From an optimization exercise on the open Yosys and OpenROAD flow, aimed at small area, a short achievable clock period and few clock cycles; shortcuts taken in it are not production practice.
At most, simulation tests tie the RTL to the original design; equivalence was not proved.
Power is estimated from default activity; no workload was simulated.

## north
==> flow/design.v (excerpt) <==
module isotp_receive_reassembler #(
	parameter int MAX_MESSAGE_BYTES = 64
) (
	input  logic       clk,
	input  logic       arst_n,
	input  logic       in_valid,
	output logic       in_ready,
	input  logic [1:0] op,
	input  logic [3:0] dlc,
	input  logic [7:0] byte_0,
	input  logic [7:0] byte_1,
	input  logic [7:0] byte_2,
	input  logic [7:0] byte_3,
	input  logic [7:0] byte_4,
	input  logic [7:0] byte_5,
	input  logic [7:0] byte_6,
	input  logic [7:0] byte_7,
	output logic       out_valid,
	input  logic       out_ready,
	output logic [1:0] kind,
	output logic [7:0] data_byte,
	output logic [5:0] byte_index,
	output logic [6:0] msg_length,
	output logic [2:0] error_code,
	output logic       last
);
	logic       armed_q, multi_q;
	logic [3:0] seq_q;
	logic [6:0] total_q;
	logic [5:0] rem_q;       
	logic [3:0] ck_q;        
	logic [1:0] qcnt_q;      
	logic [8:0] qe0_q, qe1_q;
	logic       ov_q;
	logic [1:0] kind_q;
	logic [7:0] data_q;
	logic [5:0] idx_q;
	logic [6:0] len_q;
	logic [2:0] code_q;
	logic       last_q;
	logic       active_q;    
	logic [5:0] r_q;         
	logic [511:0] st;        
	logic       qs;
	logic [6:0] a_ck, b_ck;
	logic       safe0, safec;
	assign qs = (qcnt_q != 2'd0 && qe0_q[8:7] == KIND_BYTE) ||
	            (qcnt_q == 2'd2 && qe1_q[8:7] == KIND_BYTE);
	always_comb begin
		a_ck = 7'd0;
		b_ck = 7'd0;
		case (ck_q)
			4'd1: begin a_ck = 7'd6;  b_ck = 7'd12; end
			4'd2: begin a_ck = 7'd13; b_ck = 7'd19; end
			4'd3: begin a_ck = 7'd20; b_ck = 7'd26; end
			4'd4: begin a_ck = 7'd27; b_ck = 7'd33; end
			4'd5: begin a_ck = 7'd34; b_ck = 7'd40; end
  ...
export LEC_CHECK = 0
export CAP_MARGIN = 20
export CORE_MARGIN = 2
export CORE_UTILIZATION = 40
export SLEW_MARGIN = 20
create_clock -name core_clock -period 7.0 [get_ports {clk}]
run.sh (not shown) runs the stock make flow with config.mk's settings and CLKGATE_MAP_FILE= SYNTH_SCRIPT=/design/flow/synth_recipe.tcl, a recipe that flattens the netlist after the stock synthesis.
Testbench counts of north, summed over its fixed seeds: cycles 15,925.
For south, these inputs were changed with respect to north:
- SETUP_SLACK_MARGIN now 3.5, previously not set
## What came out
Taking north as the reference, in south share of the final layout cell area in multi-input gates increased 0.85 points; portion of the clock cycle consumed by the worst path in the final layout decreased 17 points. For south, the critical path startpoint was r_q[0], unlike north, where it was byte_0[5]. Area growth from synthesis to layout in south vs north: up 4.3 points. On placed standard-cell area, south and north are basically level. Total of clock buffers placed in the layout in south is 5 above north. Category of the most critical setup path = register to output pin: south; category of the most critical setup path = input port to register: north.

---

Another version of the RTL of isotp_receive_reassembler (not shown whole).
Size: ~1400 cells after synthesis, about 27000 µm² of cells after synthesis.
Settings: LEC_CHECK=0, CAP_MARGIN=20, CORE_MARGIN=2, CORE_UTILIZATION=40, SETUP_SLACK_MARGIN=4.8, SLEW_MARGIN=20; clock period 7.0 ns.
The first run completed with no timing, DRC or antenna violations.
Testbench counts at the start, summed over its fixed seeds: cycles 16,083.
Next try:
Settings changed: CORE_UTILIZATION 40 to 60, CTS_CLUSTER_DIAMETER set to 100, CTS_CLUSTER_SIZE set to 30, SETUP_SLACK_MARGIN 4.8 to 4.4.
Result:
- The changed run went through all stages and came out clean
- core utilization rises by 17 points
- maximum frequency hardly moves
- worst setup slack improves by 0.0047 ns
- first-iteration DRC count shrinks by about 6%
- cell count falls by 18%
- cell area fell by about 12%
Next try:
Settings changed: CORE_UTILIZATION 60 to 40, CTS_CLUSTER_SIZE 30 to 26.
Result: Routed wire length went up by 3.9%; cell count grows by 12%; hold slack stays flat; setup slack got worse by 0.018 ns; clock skew fell by 0.013 ns; total power increases by 1.7%; combinational power stays flat.
Next try:
Settings changed: ABC_AREA set to 1, CTS_CLUSTER_DIAMETER 100 to not set, CTS_CLUSTER_SIZE 26 to not set.
Result: Setup slack degrades by 0.015 ns. Global-route usage went up by 3.2 points. Cell area rises by 5.0%. Core utilization increases by 1.9 points. Wire length grows by 21%.
Next try:
Settings changed: ABC_AREA 1 to not set, CTS_CLUSTER_DIAMETER set to 100, CTS_CLUSTER_SIZE set to 30, SETUP_SLACK_MARGIN 4.4 to 4.2.
After rerunning:
- first-iteration DRC count is lower by 38%
- setup slack loses 0.087 ns
- utilization is lower by 2.7 points
- routed wire length is lower by 18%
- power is lower by 16%
- via count is lower by 27%
- critical path depth is higher by 11
- sequential power is higher by 4.5%

---

v24:
isotp_receive_reassembler, a different RTL version from the one above (not shown whole).
For scale: roughly 600 flip-flops.
// isotp_receive_reassembler
module isotp_receive_reassembler #(
	parameter int MAX_MESSAGE_BYTES = 64
) (
	input  logic       clk,
	input  logic       arst_n,
	input  logic       in_valid,
	output logic       in_ready,
	input  logic [1:0] op,
	input  logic [3:0] dlc,
	input  logic [7:0] byte_0,
	input  logic [7:0] byte_1,
	input  logic [7:0] byte_2,
	input  logic [7:0] byte_3,
	input  logic [7:0] byte_4,
	input  logic [7:0] byte_5,
	input  logic [7:0] byte_6,
	input  logic [7:0] byte_7,
	output logic       out_valid,
	input  logic       out_ready,
	output logic [1:0] kind,
	output logic [7:0] data_byte,
	output logic [5:0] byte_index,
	output logic [6:0] msg_length,
	output logic [2:0] error_code,
	output logic       last
);
export LEC_CHECK = 0
export CAP_MARGIN = 20
export CORE_MARGIN = 2
export CORE_UTILIZATION = 40
export SETUP_SLACK_MARGIN = 4.3
export SLEW_MARGIN = 20
create_clock -name core_clock -period 7.0 [get_ports {clk}]
v24 completed; timing, DRC and antenna clean
Relative to v24, the following input files were edited for v16:
- swapping 4.3 for 4.0 in SETUP_SLACK_MARGIN
==> results.txt <==
The global-route usage of v16 falls short of that of v24 by 0.36 points. Summary of v16 over v24: number of H-tree levels up 1; clock group total power up about 6%. All of v16 and v24 finish clean. Critical path depth in v16 is 2 above v24. Compared with v24, in v16 worst setup margin now sits lower; total routed wirelength now sits higher; fraction of area in clock buffers and inverters now sits higher.
#### Input delta (v42 over v16)
- setting ABC_CLOCK_PERIOD_IN_PS to 2800 for the first time
- changing SETUP_SLACK_MARGIN from 4.0 to 4.3
## What came out
Of v42 and v16, the run reporting the lower register share of total power was v42.
Fraction of final layout cells sized beyond drive strength 1 up 4.0 points in v42 wrt v16
Going from v16 to v42, share of the core filled with cells grows by 0.84 points.
Share of total power in combinational logic: v42 vs v16 up 2.2 points
~same flip-flop and latch count in v42 and v16
Largest stage delay on the critical path in v42 is 30 ps above v16.
Of the two candidates, v16 has the better total non-filler cell area in the finished layout and v42 the worse one.
Function was not checked in any run of this note: the RTL went through the layout flow alone.

---

RTL: one of the versions met above, not the one the previous note started from.
Size: ~1400 cells after synthesis, ~670 flip-flops, ~100 I/O pins.
==> flow/config.mk <==
export PLATFORM = sky130hd
export DESIGN_NAME = isotp_receive_reassembler
export DESIGN_NICKNAME = isotp_receive_reassembler
export VERILOG_FILES = /design/flow/design.v
export SDC_FILE = /design/flow/constraint.sdc
export NUM_CORES = 4
export LEC_CHECK = 0
export CAP_MARGIN = 20
export CORE_MARGIN = 2
export CORE_UTILIZATION = 40
export CTS_CLUSTER_DIAMETER = 100
export CTS_CLUSTER_SIZE = 30
export SETUP_SLACK_MARGIN = 4.4
export SLEW_MARGIN = 20
==> flow/constraint.sdc <==
create_clock -name core_clock -period 7.0 [get_ports {clk}]
set_input_delay 1.4000 -clock core_clock [delete_from_list [all_inputs] [get_ports {clk}]]
set_output_delay 1.4000 -clock core_clock [all_outputs]
set_load 0.01 [all_outputs]
Testbench counts at the start, summed over its fixed seeds: cycles 16,083.
Then changed:
CTS_CLUSTER_DIAMETER = not set   (was 100)
CTS_CLUSTER_SIZE = not set   (was 30)
Wire length rises by 2.3%.
Die area stays the same.
Total power rises by 17%.
Then changed:
SETUP_SLACK_MARGIN = 4.6   (was 4.4)
=> First-iteration DRC count goes up by 19%; critical path depth does not change; global-route usage goes up by 1.2 points; worst setup slack got worse by 0.031 ns; final area goes up by about 3.6%; die area stays the same; wire length goes up by about 7%; clock skew goes up by 0.014 ns; synthesized cell count does not change; synthesized area is unchanged; sequential power hardly moves.

-- port drivers added, routing unchanged --
The flow's constraints put no driver on any port. The routed layouts listed below were extracted and timed again, unchanged, in two steps. Step 1 assumes that a clkbuf_16 drives the clock port and a buf_2 every other input. Step 2 moves the port delays by t, midway between the first and last clock arrival at a register: inputs arrive t later, outputs are due t later. That takes back most of the time a late clock gives input paths. Slacks: ideal ports / drivers / drivers and shift; pairs: ideal ports / drivers.
run | t, ns | slack for setup (ns) | worst setup path at the end | latest minus earliest clock arrival (ns) | worst register clock-pin slew, ns
north | 0.670 | 1.983 / 2.012 / 1.342 | input to register | 0.018 / 0.018 | 0.06 / 0.06
south | 0.679 | 3.148 / 3.087 / 2.887 | input to register | 0.020 / 0.020 | 0.06 / 0.06
the first run of note 2 | 0.671 | 4.329 / 4.270 / 3.861 | input to register | 0.035 / 0.035 | 0.06 / 0.06
the second run of note 2 | 0.651 | 4.334 / 4.275 / 3.823 | input to register | 0.030 / 0.031 | 0.11 / 0.11
the third run of note 2 | 0.676 | 4.315 / 4.256 / 3.800 | input to register | 0.016 / 0.016 | 0.11 / 0.11
the fourth run of note 2 | 0.668 | 4.301 / 4.239 / 3.823 | input to register | 0.019 / 0.020 | 0.06 / 0.06
the fifth run of note 2 | 0.663 | 4.213 / 4.200 / 3.638 | input to register | 0.024 / 0.023 | 0.12 / 0.12
v24 | 0.693 | 4.020 / 4.039 / 3.347 | input to register | 0.037 / 0.037 | 0.07 / 0.07
v16 | 0.653 | 4.000 / 4.013 / 3.360 | input to register | 0.025 / 0.025 | 0.06 / 0.06
v42 | 0.693 | 4.020 / 4.039 / 3.347 | input to register | 0.037 / 0.037 | 0.07 / 0.07
the first run of note 4 | 0.657 | 4.310 / 4.250 / 3.845 | input to register | 0.035 / 0.035 | 0.12 / 0.12
the second run of note 4 | 0.649 | 4.355 / 4.293 / 3.827 | input to register | 0.014 / 0.014 | 0.06 / 0.06
the third run of note 4 | 0.664 | 4.324 / 4.264 / 3.967 | input to register | 0.027 / 0.026 | 0.06 / 0.06
After both steps setup and hold are still met in every run listed.
